From an optimization exercise on the open Yosys and OpenROAD flow, aimed at small area and a short achievable clock period; shortcuts taken in it are not production practice.
At most, simulation tests tie the RTL to the original design; equivalence was not proved.
Only the layout flow was run in run 2; the RTL was not checked for function there.
Power figures rest on the tool's default switching activity, not on a simulated workload.

File: flow/config.mk
export PLATFORM = sky130hd
export DESIGN_NAME = committed_store_buffer
export DESIGN_NICKNAME = committed_store_buffer
export VERILOG_FILES = /design/flow/design.v
export SDC_FILE = /design/flow/constraint.sdc
export NUM_CORES = 8
export LEC_CHECK = 0
export CAP_MARGIN = 20
export CORE_MARGIN = 2
export CORE_UTILIZATION = 40
export CTS_CLUSTER_DIAMETER = 100
export CTS_CLUSTER_SIZE = 20
export SLEW_MARGIN = 20
export SYNTH_HIERARCHICAL = 1
export TNS_END_PERCENT = 0
File: flow/constraint.sdc
create_clock -name core_clock -period 10.0 [get_ports {clk}]
set_input_delay 2.0000 -clock core_clock [delete_from_list [all_inputs] [get_ports {clk}]]
set_output_delay 2.0000 -clock core_clock [all_outputs]
set_load 0.01 [all_outputs]
File: flow/design.v
module committed_store_buffer #(
  parameter  int COMMIT_WIDTH = 4,
  parameter  int DEPTH        = 8,
  localparam int CNT_W        = $clog2(DEPTH) + 1
) (
  input  logic                         clk,
  input  logic                         rst,
  input  logic [COMMIT_WIDTH-1:0]      in_valid,
  input  logic [COMMIT_WIDTH*32-1:0]  in_addr,
  input  logic [COMMIT_WIDTH*32-1:0]  in_data,
  input  logic [COMMIT_WIDTH*4-1:0]   in_be,
  output logic [CNT_W-1:0]             free_slots,
  output logic                         empty,
  output logic                         overflow,
  output logic                         mem_req_valid,
  output logic [31:0]                  mem_req_addr,
  output logic [31:0]                  mem_req_data,
  output logic [3:0]                   mem_req_be,
  input  logic                         mem_req_ready,
  input  logic [31:0]                  ld_addr,
  output logic [3:0]                   fwd_mask,
  output logic [31:0]                  fwd_data
);
  logic [3:0] free_q;
  logic       ovf_q;
  logic [3:0] v, p, f;
  assign v    = in_valid;
  assign p[0] = |v;
  assign p[1] = (v[0] & v[1]) | (v[0] & v[2]) | (v[0] & v[3]) |
                (v[1] & v[2]) | (v[1] & v[3]) | (v[2] & v[3]);
  assign p[2] = (v[0] & v[1] & v[2]) | (v[0] & v[1] & v[3]) |
                (v[0] & v[2] & v[3]) | (v[1] & v[2] & v[3]);
  assign p[3] = &v;
  assign f[0] = |free_q;
  assign f[1] = free_q[3] | free_q[2] | free_q[1];
  assign f[2] = free_q[3] | free_q[2] | (free_q[1] & free_q[0]);
  assign f[3] = free_q[3] | free_q[2];
  logic       empty_w, accept, fire;
  logic [2:0] pc;
  assign empty_w = free_q[3];
  assign accept  = &(~p | f);
  assign fire    = !empty_w && mem_req_ready;
  assign pc      = {p[3], p[1] & ~p[3], (p[0] & ~p[1]) | (p[2] & ~p[3])};
  logic [7:0] live;
  for (genvar i = 0; i < 8; i++) begin : g_live
    assign live[i] = (free_q <= 4'(7 - i));
  end
  logic [7:0] bs;
  for (genvar m = 0; m < 8; m++) begin : g_base
    assign bs[m] = (free_q == 4'(8 - m) & !fire) | (free_q == 4'(7 - m) & fire);
  end
  logic [7:0] we;
  for (genvar i = 0; i < 8; i++) begin : g_we
    assign we[i] = accept & ((bs[i] & p[0]) |
                             ((i >= 1) ? bs[i >= 1 ? i - 1 : 0] & p[1] : 1'b0) |
                             ((i >= 2) ? bs[i >= 2 ? i - 2 : 0] & p[2] : 1'b0) |
                             ((i >= 3) ? bs[i >= 3 ? i - 3 : 0] & p[3] : 1'b0));
  end
  always_ff @(posedge clk) begin
    if (rst) begin
      free_q <= 4'd8;
      ovf_q  <= 1'b0;
    end else begin
      free_q <= free_q - (accept ? {1'b0, pc} : 4'd0) + {3'd0, fire};
      if (!accept) ovf_q <= 1'b1;
    end
  end
  logic [3:0] t4, o1, o2, o3;
  assign t4 = bs[3:0] | bs[7:4];
  assign o1 = {2'b0, v[0], ~v[0]};
  assign o2 = {1'b0, v[0] & v[1], v[0] ^ v[1], ~v[0] & ~v[1]};
  assign o3 = {v[0] & v[1] & v[2],
               (v[0] & v[1] & ~v[2]) | (v[0] & ~v[1] & v[2]) | (~v[0] & v[1] & v[2]),
               (v[0] & ~v[1] & ~v[2]) | (~v[0] & v[1] & ~v[2]) | (~v[0] & ~v[1] & v[2]),
               ~v[0] & ~v[1] & ~v[2]};
  logic [67:0] wp [4];
  for (genvar j = 0; j < 4; j++) begin : g_wp
    logic [3:0] tr;
    logic       s0, s1, s2, s3;
    assign tr = {t4[(j + 1) % 4], t4[(j + 2) % 4], t4[(j + 3) % 4], t4[j]};
    assign s0 = v[0] & tr[0];
    assign s1 = v[1] & |(o1 & tr);
    assign s2 = v[2] & |(o2 & tr);
    assign s3 = v[3] & |(o3 & tr);
    for (genvar k = 0; k < 68; k++) begin : g_bit
      logic [3:0] x;
      assign x[0] = k < 32 ? in_addr[k]      : k < 64 ? in_data[k - 32]      : in_be[k - 64];
      assign x[1] = k < 32 ? in_addr[32 + k] : k < 64 ? in_data[32 + k - 32] : in_be[4 + k - 64];
      assign x[2] = k < 32 ? in_addr[64 + k] : k < 64 ? in_data[64 + k - 32] : in_be[8 + k - 64];
      assign x[3] = k < 32 ? in_addr[96 + k] : k < 64 ? in_data[96 + k - 32] : in_be[12 + k - 64];
      csb_ao4 u_ao (.s({s3, s2, s1, s0}), .x(x), .y(wp[j][k]));
    end
  end
  logic [67:0] ent [8];
  for (genvar i = 0; i < 8; i++) begin : g_ent
    logic [67:0] ent_d;
    logic        sw, ss, sh;
    if (i == 0) begin : g_first
      assign sw = we[0] & !rst;
      assign ss = fire & !we[0] & !rst & live[1];
      assign sh = !fire & !we[0] & !rst;
    end else begin : g_rest
      assign sw = we[i];
      assign ss = fire & !we[i];
      assign sh = !fire & !we[i];
    end
    for (genvar k = 0; k < 68; k++) begin : g_bit
      if (i == 7) begin : g_last
        csb_hold u_h (.q(ent[i][k]), .d(wp[i % 4][k]), .we(sw), .wen(!sw), .y(ent_d[k]));
      end else begin : g_mux
        csb_mux3 u_m (.q(ent[i][k]), .qa(ent[i+1][k]), .d(wp[i % 4][k]),
                      .sh(sh), .ss(ss), .sw(sw), .y(ent_d[k]));
      end
    end
    always_ff @(posedge clk)
      ent[i] <= ent_d;
  end
  assign mem_req_addr  = ent[0][31:0];
  assign mem_req_data  = ent[0][63:32];
  assign mem_req_be    = ent[0][67:64];
  assign free_slots    = free_q;
  assign empty         = empty_w;
  assign overflow      = ovf_q;
  assign mem_req_valid = !empty_w;
  logic [7:0] nea, neb;
  for (genvar i = 0; i < 8; i++) begin : g_match
    csb_ne15 u_nea (.a(ent[i][16:2]),  .b(ld_addr[16:2]),  .ne(nea[i]));
    csb_ne15 u_neb (.a(ent[i][31:17]), .b(ld_addr[31:17]), .ne(neb[i]));
  end
  for (genvar b = 0; b < 4; b++) begin : g_byte
    logic [7:0] kb, sel, eq;
    for (genvar i = 0; i < 8; i++) begin : g_k
      assign kb[i] = live[i] & ent[i][64 + b];
      csb_nor2 u_eq (.a(nea[i]), .b(neb[i]), .y(eq[i]));
    end
    for (genvar i = 0; i < 8; i++) begin : g_sel
      if (i == 7) begin : g_top
        assign sel[i] = eq[i] & kb[i];
      end else begin : g_low
        csb_sel #(.N(7 - i)) u_sel (.eqi(eq[i]), .ki(kb[i]), .eo(eq[7:i+1]), .ko(kb[7:i+1]),
                                    .sel(sel[i]));
      end
    end
    csb_or8 u_mask (.s(eq), .x(kb), .y(fwd_mask[b]));
    for (genvar k = 0; k < 8; k++) begin : g_dbit
      csb_ao8 u_ao (.s(sel), .x({ent[7][32 + 8*b + k], ent[6][32 + 8*b + k],
                                 ent[5][32 + 8*b + k], ent[4][32 + 8*b + k],
                                 ent[3][32 + 8*b + k], ent[2][32 + 8*b + k],
                                 ent[1][32 + 8*b + k], ent[0][32 + 8*b + k]}),
                    .y(fwd_data[8*b + k]));
    end
  end
  logic unused_ld_lo;
  assign unused_ld_lo = ^ld_addr[1:0];
endmodule
module csb_mux3 (
  input  logic q,
  input  logic qa,
  input  logic d,
  input  logic sh,
  input  logic ss,
  input  logic sw,
  output logic y
);
  assign y = (q & sh) | (qa & ss) | (d & sw);
endmodule
module csb_hold (
  input  logic q,
  input  logic d,
  input  logic we,
  input  logic wen,
  output logic y
);
  assign y = (q & wen) | (d & we);
endmodule
module csb_ao4 (
  input  logic [3:0] s,
  input  logic [3:0] x,
  output logic       y
);
  assign y = |(s & x);
endmodule
module csb_ao8 (
  input  logic [7:0] s,
  input  logic [7:0] x,
  output logic       y
);
  assign y = |(s & x);
endmodule
module csb_or8 (
  input  logic [7:0] s,
  input  logic [7:0] x,
  output logic       y
);
  assign y = |(s & x);
endmodule
module csb_ne15 (
  input  logic [14:0] a,
  input  logic [14:0] b,
  output logic        ne
);
  assign ne = (a != b);
endmodule
module csb_nor2 (
  input  logic a,
  input  logic b,
  output logic y
);
  assign y = !(a | b);
endmodule
module csb_sel #(
  parameter int N = 7
) (
  input  logic         eqi,
  input  logic         ki,
  input  logic [N-1:0] eo,
  input  logic [N-1:0] ko,
  output logic         sel
);
  assign sel = eqi & ki & ~|(eo & ko);
endmodule
File: flow/flow/run.sh
#!/bin/bash
# The standard layout (standard.sh: unchanged synthesis, steps and
# scripts), run in two parts:
#  - port buffers that global placement inserts are sky130_fd_sc_hd__buf_1
#    instead of the default pick; every port still gets its own buffer;
set -euo pipefail
export BUFFER_PORTS_ARGS="-buffer_cell sky130_fd_sc_hd__buf_1"
SETUP_SLACK_MARGIN=5 bash standard.sh cts > standard_to_cts.log 2>&1
SETUP_SLACK_MARGIN=4 bash standard.sh > standard_finish.log 2>&1
File: flow/standard.sh
#!/bin/bash
# synth_recipe.tcl (not shown) runs the flow's synth.tcl, then flattens the netlist and writes it again
# the make line also repeats each setting of config.mk as NAME=value (left out here)
make -C /OpenROAD-flow-scripts/flow DESIGN_CONFIG=/design/flow/config.mk WORK_HOME=/design/flow/orfs CLKGATE_MAP_FILE= SYNTH_SCRIPT=/design/flow/synth_recipe.tcl "${@:-finish}"
==> results of run 1 <==
-- worst min-delay path, delay by kind of cell, from the launching register on --
kind	cells	cell delay, ns
flops	1	0.33
compound gates	1	0.06
buf+inv	1	0.05
-- Yosys stat by module, one instance, submodules excluded, a selection --
module / flip-flops and latches / times used / cells / cell area, sq um
csb_ao4: 0 / 272 / 3 / 18.77
csb_or8: 0 / 4 / 5 / 36.28
csb_hold: 0 / 68 / 1 / 8.758
csb_ao8: 0 / 32 / 5 / 36.28
csb_ne15: 0 / 16 / 20 / 161.4
csb_nor2: 0 / 32 / 1 / 3.754
committed_store_buffer: 549 / 1 / 778 / 12510
csb_mux3: 0 / 476 / 2 / 13.76
-- state kept, by name, indices dropped and copies added, names as in the netlist --
signal  cells
ent       544
free_q      4
ovf_q       1
-- routing by layer --
| layer | GRT usage [%] | part of all wire (%) | up-vias |
|---|---|---|---|
| li1 | - | - | 14400 |
| met1 | 49.12 | 38 | 16273 |
| met2 | 55.75 | 43 | 2818 |
| met3 | 10.34 | 14 | 478 |
| met4 | 17.25 | 4.3 | 12 |
| met5 | 0 | 0.045 | - |
-- logic make-up after synthesis --
kind of cell	Yosys count
fa+ha+maj	11
flops	549
compound gates	1336
xor+xnor	244
simple gates	609
buf+inv	505
-- final cells by class --
cell class | instances | area, sq um | share of cell area (%)
clock inverter | 4 | 82.58 | 0.2339
antenna | 26 | 65.06 | 0.1843
inverter | 487 | 1833 | 5.191
clock buffer | 39 | 953.4 | 2.700
timing repair buffer | 517 | 2571 | 7.282
sequential | 549 | 10990 | 31.13
multi-input combinational | 2202 | 17610 | 49.88
tap | 959 | 1200 | 3.398
-- stage by stage --
stage / instance area [sq um] / util (%) / hold slack (ns)
after floorplan: 29650 / - / 0.4353
after global placement: 32830 / 44.92 / 0.4445
after detailed placement: 32830 / 44.92 / 0.4543
after CTS: 35160 / 48.11 / 0.4678
after global routing: 35290 / 48.28 / 0.4943
final: 35310 / 48.32 / 0.4658
-- path summary, 6_finish.rpt --
check / startpoint / end / slack [ns] / depth (start not counted)
setup / recovery: ld_addr[29] / fwd_data[27] / 3.61 / 11
hold reg to reg: ent[3][1] / ent[2][1] / 0.47 / 2
setup reg to reg: free_q[2] / ent[1][2] / 5.12 / 9
hold / removal: ent[3][1] / ent[2][1] / 0.47 / 2
-- power by group through the flow --
stage / Sequential, uW / Combinational [uW] / Clock [uW]
after floorplan: 3570 / 2530 / 0
after global placement: 3760 / 4030 / 0
after detailed placement: 3760 / 4080 / 0
after CTS: 3720 / 4160 / 1560
after global routing: 3840 / 4590 / 1630
final: 3760 / 4360 / 1550
-- cell usage in the layout (no fill, tap or decap), drive strengths merged, types with 22 or more instances in the layout --
cell / Yosys / layout
buf: 8 / 517
and2: 25 / 25
a22o: 76 / 76
a22oi: 715 / 715
xor2: 242 / 242
a222oi: 489 / 489
nand2: 325 / 325
nor2: 78 / 80
dfxtp: 549 / 549
diode: 0 / 26
nand4: 56 / 56
clkbuf: 9 / 39
nor4: 49 / 49
inv: 486 / 487
nor3: 22 / 22
-- repair_timing --
action	CTS	global route
buffers inserted	45	1
endpoints found under the setup margin	530	36
pin swaps	74	14
gates cloned	2	0
gates resized for setup	223	11
hold buffers	0	0
==> impl_metrics.yaml, run 1 <==
power_and_ir_drop:
  netSwitchingPower_uw: 4481
  comb_power_share_pct: 45.1
  p_leak_uw: 0.01616
  power_uw: 9668
  seqPwrFrac_pct: 38.9
  switching_share_pct: 46.35
  p_clk_share_pct: 16.0
  powerDensity_mw_per_mm2: 273.8
  irDropWorstVdd_v: 0.0003016
  power.internal_uw: 5187
run:
  cap_violations: 0
critical_path:
  cp.required_ns: 8.00
  start_kind: "input pin"
  end_kind: "primary output"
  critPathBufInv: 3
  path_common_cell: "nand4_1"
  crit_family: "simple AND/OR/NAND/NOR gates"
  crit_chain: "buf_2, xor2_1, nor4_2, nand4_1, buf_4, nor2_2, a222oi_1, and4_4, a22oi_1, nand4_1, buf_1"
  crit_slowest_cell: "nor4_2"
  slowest_delay_ns: 0.35
  arrival_ns: 4.39
  worstSetupPathType: "input pin to primary output"
  worstPathMaxFanout: 8
clock_network:
  cts_tree: "yes"
  cts_buffer_depth: 3
  numCtsBuffers: 34
  clk_pin_slew_ns: 0.08
  clock_latency_ns: 0.60
  htree_num_levels: 2
  cts_sinks: 549
  root_buffer: "clkbuf_16"
detailed_routing:
  dr.first_iter.drc_count: 7466
  vias: 33981
  post-route-drc-count: 0
  dr.pass1.iters: 28
  routed_wl_microns: 147900
  drt-wirelength-per-cell_microns: 30.93
  routed_via_density: 7.105
  postRouteAntennaNets: 0
sta:
  fmax_mhz: 156.5
  period_needed_ns: 6.388
  worst_slack_ns: 3.612
  slew_violations: 0
  finalSetupViolCount: 0
  hold_violations: 0
  relSlewSlack_pct: 15.92
  tightest_slew_ns: 1.252
  rsz0062_at_grt: "yes"
  post-route-period-util_pct: 63.88
  tns_ns: 0
  fin_worst_skew_ns: 0.02225
logic_synthesis:
  synth.area.mux_share_pct: 0
  synthArstFlopShare_pct: 0
  yosysUniqueCellTypes: 62
  syn-cell-area_sq_mm: 0.02953
  synth_top_cell_by_area: "dfxtp_1"
  synth_top_family_by_area: "compound AO/OA/AOI/OAI gates"
  synth_xor_area_share_pct: 7.262
  synth_compound_area_share_pct: 38.64
  seq_area_frac_synth_pct: 37.22
  synthesis.nets: 3576
  avgSynthCellArea_sq_um: 9.075
  ys.warnings.count: 10
  yosys-top-cells-count: "a22oi_1, dfxtp_1, a222oi_1"
  synth_edf_count: 0
  synthCells: 3254
  yosysMostFrequentCell: "a22oi_1"
  synth.top_cells.by_area: "dfxtp_1, a22oi_1, a222oi_1, xor2_1, inv_1"
  synth_simple_gate_area_share_pct: 9.656
  yosys.area_share.adder_pct: 0.4915
  synth_seq_cells: 549
  netlist.area_leader.share_pct: 37.22
  ys.flop_type: "dfxtp_1"
floorplanning:
  pin_count: 422
  dieArea_sq_mm: 0.07601
  chipHeight_microns: 275.7
  start_util_pct: 40.41
  coreArea_sq_mm: 0.07308
  fp-row-count: 99
  die_w_microns: 275.7
placement:
  dp_hpwl_microns: 88300
  place_ws_ns: 2.304
  portBuffers: 419
  globalplace.congestion: 0.9396
  dp.cells: 4665
worst_hold_path:
  hold_class: "register to register"
layout:
  area_growth_syn_to_layout_pct: 19.58
  nets: 4113
  drive_gt1_share_pct: 9.610
  fillers: 7172
  instances_no_fill: 4783
global_route:
  grt_usage_pct: 37.08
  grt_pass1_wl_microns: 211700
  grt_overflow_total: 0
  grt_pass1_vias: 31557
  antenna_found_initial: 29
  grt_max_degree: 69
outcome:
  status: "timing/DRC/antenna clean"
==> run 2, diff against run 1 <==
--- a/flow/design.v
+++ b/flow/design.v
@@ -130,22 +130,24 @@
   for (genvar b = 0; b < 4; b++) begin : g_byte
-    logic [7:0] kb, sel, eq;
-    for (genvar i = 0; i < 8; i++) begin : g_k
-      assign kb[i] = live[i] & ent[i][64 + b];
-      csb_nor2 u_eq (.a(nea[i]), .b(neb[i]), .y(eq[i]));
-    end
-    for (genvar i = 0; i < 8; i++) begin : g_sel
-      if (i == 7) begin : g_top
-        assign sel[i] = eq[i] & kb[i];
-      end else begin : g_low
-        csb_sel #(.N(7 - i)) u_sel (.eqi(eq[i]), .ki(kb[i]), .eo(eq[7:i+1]), .ko(kb[7:i+1]),
-                                    .sel(sel[i]));
-      end
-    end
-    csb_or8 u_mask (.s(eq), .x(kb), .y(fwd_mask[b]));
+    logic [7:0] v;
+    for (genvar i = 0; i < 8; i++) begin : g_v
+      csb_nor3 u_v (.a(nea[i]), .b(neb[i]), .c(!(live[i] & ent[i][64 + b])), .y(v[i]));
+    end
+    logic [3:0] phi, plo, g;
+    for (genvar p = 0; p < 4; p++) begin : g_pair
+      assign phi[p] = v[2*p + 1];
+      assign plo[p] = v[2*p] & !v[2*p + 1];
+      assign g[p]   = v[2*p] | v[2*p + 1];
+    end
+    logic ng3, ng1, ng32;
+    assign ng3  = !g[3];
+    assign ng1  = !g[1];
+    assign ng32 = !(g[3] | g[2]);
+    assign fwd_mask[b] = |g;
     for (genvar k = 0; k < 8; k++) begin : g_dbit
-      csb_ao8 u_ao (.s(sel), .x({ent[7][32 + 8*b + k], ent[6][32 + 8*b + k],
-                                 ent[5][32 + 8*b + k], ent[4][32 + 8*b + k],
-                                 ent[3][32 + 8*b + k], ent[2][32 + 8*b + k],
-                                 ent[1][32 + 8*b + k], ent[0][32 + 8*b + k]}),
-                    .y(fwd_data[8*b + k]));
+      csb_pmux8 u_pm (.d({ent[7][32 + 8*b + k], ent[6][32 + 8*b + k],
+                          ent[5][32 + 8*b + k], ent[4][32 + 8*b + k],
+                          ent[3][32 + 8*b + k], ent[2][32 + 8*b + k],
+                          ent[1][32 + 8*b + k], ent[0][32 + 8*b + k]}),
+                      .phi(phi), .plo(plo), .ng3(ng3), .ng1(ng1), .ng32(ng32),
+                      .y(fwd_data[8*b + k]));
     end
@@ -203,8 +205,27 @@
 endmodule
-module csb_nor2 (
+module csb_nor3 (
   input  logic a,
   input  logic b,
+  input  logic c,
   output logic y
 );
-  assign y = !(a | b);
+  assign y = !(a | b | c);
+endmodule
+module csb_pmux8 (
+  input  logic [7:0] d,
+  input  logic [3:0] phi,
+  input  logic [3:0] plo,
+  input  logic       ng3,
+  input  logic       ng1,
+  input  logic       ng32,
+  output logic       y
+);
+  logic [3:0] f;
+  for (genvar p = 0; p < 4; p++) begin : g_p
+    assign f[p] = (phi[p] & d[2*p + 1]) | (plo[p] & d[2*p]);
+  end
+  logic fh, fl;
+  assign fh = f[3] | (f[2] & ng3);
+  assign fl = f[1] | (f[0] & ng1);
+  assign y  = fh | (fl & ng32);
 endmodule
==> flow/flow/run.sh (replaced) <==
#!/bin/bash
# The standard layout (standard.sh: unchanged synthesis, steps and
# scripts), run in two parts:
#  - port buffers that global placement inserts are sky130_fd_sc_hd__buf_1
#    instead of the default pick; every port still gets its own buffer;
#  - timing repair aims for 4 ns of setup slack up to and including CTS,
#    and for 0 ns (plain repair of violations) after global routing.
set -euo pipefail
export BUFFER_PORTS_ARGS="-buffer_cell sky130_fd_sc_hd__buf_1"
SETUP_SLACK_MARGIN=4 bash standard.sh cts > standard_to_cts.log 2>&1
SETUP_SLACK_MARGIN=0 bash standard.sh > standard_finish.log 2>&1
--- a/flow/config.mk
+++ b/flow/config.mk
@@ -14,2 +14 @@
 export SYNTH_HIERARCHICAL = 1
-export TNS_END_PERCENT = 0
==> impl_metrics.yaml, run 2 <==
outcome:
  status: "timing/DRC/antenna clean"
detailed_routing:
  dr.first_iter.drc_count: 7440
  wl_met1_microns: 56720
  met2WireLength_microns: 64440
  routed_wl_microns: 150500
  vias: 33911
  route.met3.wl_microns: 22270
  routed.top_layer: "met5"
  post-route-drc-count: 0
  drt-wirelength-per-cell_microns: 31.42
  dr.pass1.iters: 13
  postRouteAntennaNets: 0
  routed_via_density: 7.081
power_and_ir_drop:
  power_uw: 9903
  powerDensity_mw_per_mm2: 275.2
  p_leak_uw: 0.01721
  irDropWorstVdd_v: 0.0002229
critical_path:
  worst-path-stages: 12
  slowest_delay_ns: 0.37
  crit_chain: "buf_4, xor2_1, nor4_4, nand4_1, buf_6, nor3_4, nor2b_4, buf_12, a22o_1, a222oi_1, o21ai_2, buf_2"
  regToRegStartpoint: "free_q[0]"
  timing.rr.end: "ent[1][57]"
  arrival_ns: 4.49
  cp.required_ns: 8.00
  reg2reg_slack_ns: 4.88
  r2r_cells: 8
  start_kind: "input pin"
  critPathBufInv: 4
  crit_slowest_cell: "nor4_4"
  crit_family: "simple AND/OR/NAND/NOR gates"
  worstSetupPathType: "input pin to primary output"
  worstPathMaxFanout: 8
  end_kind: "primary output"
sta:
  worst_slack_ns: 3.505
  finalSetupViolCount: 0
  hold_violations: 0
  fin_worst_skew_ns: 0.02521
  slew_violations: 0
  tightest_slew_ns: 1.290
  fmax_mhz: 154.0
  tns_ns: 0
  relSlewSlack_pct: 13.99
  rsz0062_at_grt: "no"
  period_needed_ns: 6.495
  post-route-period-util_pct: 64.95
layout:
  drive_gt1_share_pct: 11.52
  final_cell_mix: "dfxtp_1, a22oi_1, a222oi_1"
  final_common_cell: "dfxtp_1"
  largest_register_ffs: 544
  regMostFlops: "ent"
  nets: 4117
  top_regs: "ent (544), free_q (4), ovf_q (1)"
  instances_no_fill: 4789
  area_growth_syn_to_layout_pct: 22.58
logic_synthesis:
  netlist.area_leader.share_pct: 37.44
  yosysMostFrequentCell: "dfxtp_1"
  synth.top_cells.by_area: "dfxtp_1, a222oi_1, a22oi_1, xor2_1, inv_1"
  synth_edf_count: 0
  synthArstFlopShare_pct: 0
  yosys-top-cells-count: "dfxtp_1, a22oi_1, a222oi_1"
  synthCells: 3205
  synthesis.nets: 3527
  synth_top_cell_by_area: "dfxtp_1"
  avgSynthCellArea_sq_um: 9.160
  ys.warnings.count: 10
  synth_seq_cells: 549
  yosysUniqueCellTypes: 69
  seq_area_frac_synth_pct: 37.44
  syn-cell-area_sq_mm: 0.02936
  ys.flop_type: "dfxtp_1"
global_route:
  grt_usage_pct: 37.98
  grt_max_degree: 69
  antenna_found_initial: 40
  grt_pass1_wl_microns: 213900
  grt_overflow_total: 0
  grt_pass1_vias: 31346
clock_network:
  hold_buffers: 0
  clk_pin_slew_ns: 0.07
  clock_latency_ns: 0.60
  cts_tree: "yes"
  cts_buffer_depth: 3
  htree_num_levels: 2
  numCtsBuffers: 35
  root_buffer: "clkbuf_16"
  cts_sinks: 549
placement:
  place_ws_ns: 1.731
  dp_hpwl_microns: 88870
  globalplace.congestion: 0.9374
  dp.cells: 4625
  portBuffers: 419
floorplanning:
  dieArea_sq_mm: 0.07558
  coreArea_sq_mm: 0.07283
  start_util_pct: 40.31
  fp-row-count: 99
  chipHeight_microns: 274.9
  pin_count: 422
  die_w_microns: 274.9
worst_hold_path:
  hold_class: "register to register"
  whs_endpoint: "ovf_q"
  min-delay-start: "ovf_q"
  min_delay_path_depth: 2
run:
  cap_violations: 0
[run 2: cell types whose count changed after synthesis, sizes merged, moves of 10 or more]
cell,previous run,this run
inv,486,522
nand4,56,16
and4,12,0
o21ai,8,48
a22oi,715,549
a222oi,489,541
nor2b,5,20
and3,13,3
nand2,325,314
and2,25,5
nor3,22,57
a22o,76,132
nor2,78,35
[run 2: how the worst max path moves through the flow]
stage / startpoint / to / slack (ns)
2_1_floorplan: in_valid[0] / ent[1][0] / 3.80
3_3_place_gp: ld_addr[29] / fwd_data[7] / 1.78
3_5_place_dp: ld_addr[29] / fwd_data[7] / 1.73
4_1_cts: ld_addr[6] / fwd_data[15] / 3.63
5_1_grt: ld_addr[10] / fwd_data[9] / 3.38
6_report: ld_addr[17] / fwd_data[7] / 3.51
[run 2: routing by layer]
layer  vias up  global-route usage (%)
li1      14285                       -
met1     16272                   50.14
met5         -                       0
met4        28                   18.58
met3       483                   11.99
met2      2843                   55.91
[run 2: cells by family after synthesis]
kind of cell / count (synthesis) / share of synthesized area (%)
AOI/OAI and AO/OA: 1324 / 38.68
DFF: 549 / 37.44
buffers and inverters: 543 / 7.177
and+or+nand+nor: 532 / 8.835
xor gates and xnor gates: 244 / 7.305
adders and majority gates: 11 / 0.4944
muxes: 2 / 0.06819
[run 2: per-module statistics from Yosys, one instance, submodules excluded]
module                  cell area (sq um)  cells inside  flip-flops and latches  times used
committed_store_buffer              12720           825                     549           1
csb_ne15                            161.4            20                       0          16
csb_pmux8                           46.29             6                       0          32
csb_ao4                             18.77             3                       0         272
csb_mux3                            13.76             2                       0         476
csb_nor3                            10.01             1                       0          32
csb_hold                            8.758             1                       0          68
[run 2: metrics by stage]
step                      hold WS [ns]  area [sq um]  utilization, %
after floorplan                 0.4361         29460               -
after global placement          0.4395         32840           45.09
after detailed placement        0.4420         32840           45.09
after CTS                       0.4515         35880           49.26
after global routing            0.4747         35970           49.38
final                           0.4474         35990           49.41
[run 2: timing repair]
item / in CTS / in global routing
buffers inserted: 85 / 0
resized for setup: 288 / 0
setup endpoints to repair: 80 / 0
endpoints found under the hold margin: 0 / 0
[run 2: final cells by class]
type | count | area [sq um]
clock buffers | 38 | 939.7
repair buffers | 572 | 3187
multi-input cells | 2114 | 17550
fillers | 7116 | 36850
well taps | 959 | 1200
inverters | 523 | 1966
diodes | 28 | 70.07
clock inverters | 6 | 87.58
flip-flops and latches | 549 | 10990
[run 2: worst min-delay path, cell delays in order, from the launching register on]
cell     delay (ns)
dfxtp_1        0.31
inv_1          0.05
a21oi_1        0.05
[run 2: power breakdown]
group	internal [uW]	leakage, uW	total [uW]	switching (uW)
Sequential	2970	0.00449	3690	722
Combinational	1520	0.0122	4680	3160
Clock	708	0.000506	1530	823
Total	5200	0.0172	9900	4710

separate check: timing with driven ports:
Ports are ideal in the flow. The routed layouts listed here were re-timed in OpenROAD. Step 1: set_driving_cell puts a clkbuf_16 on clk and a buf_2 on each other input, an assumption about the parent block. Step 2 times the ports against the registers' clock, not the clock port: input delays grow and output delays shrink by t, the midpoint of the rising clock arrivals with the driver on. Slacks: no drivers / after step 1 / after step 2; pairs: no drivers / after step 1.
run | t (ns) | slack for setup (ns) | hold slack, ns
run 1 | 0.651 | 3.612 / 3.539 / 3.475 | 0.466 / 0.466 / 0.466
run 2 | 0.648 | 3.505 / 3.462 / 2.985 | 0.447 / 0.447 / 0.447
After both steps setup and hold are still met in every run listed. For run 2, which loses most, drivers alone change the setup slack by -0.043 ns; drivers and shift together by -0.520 ns.
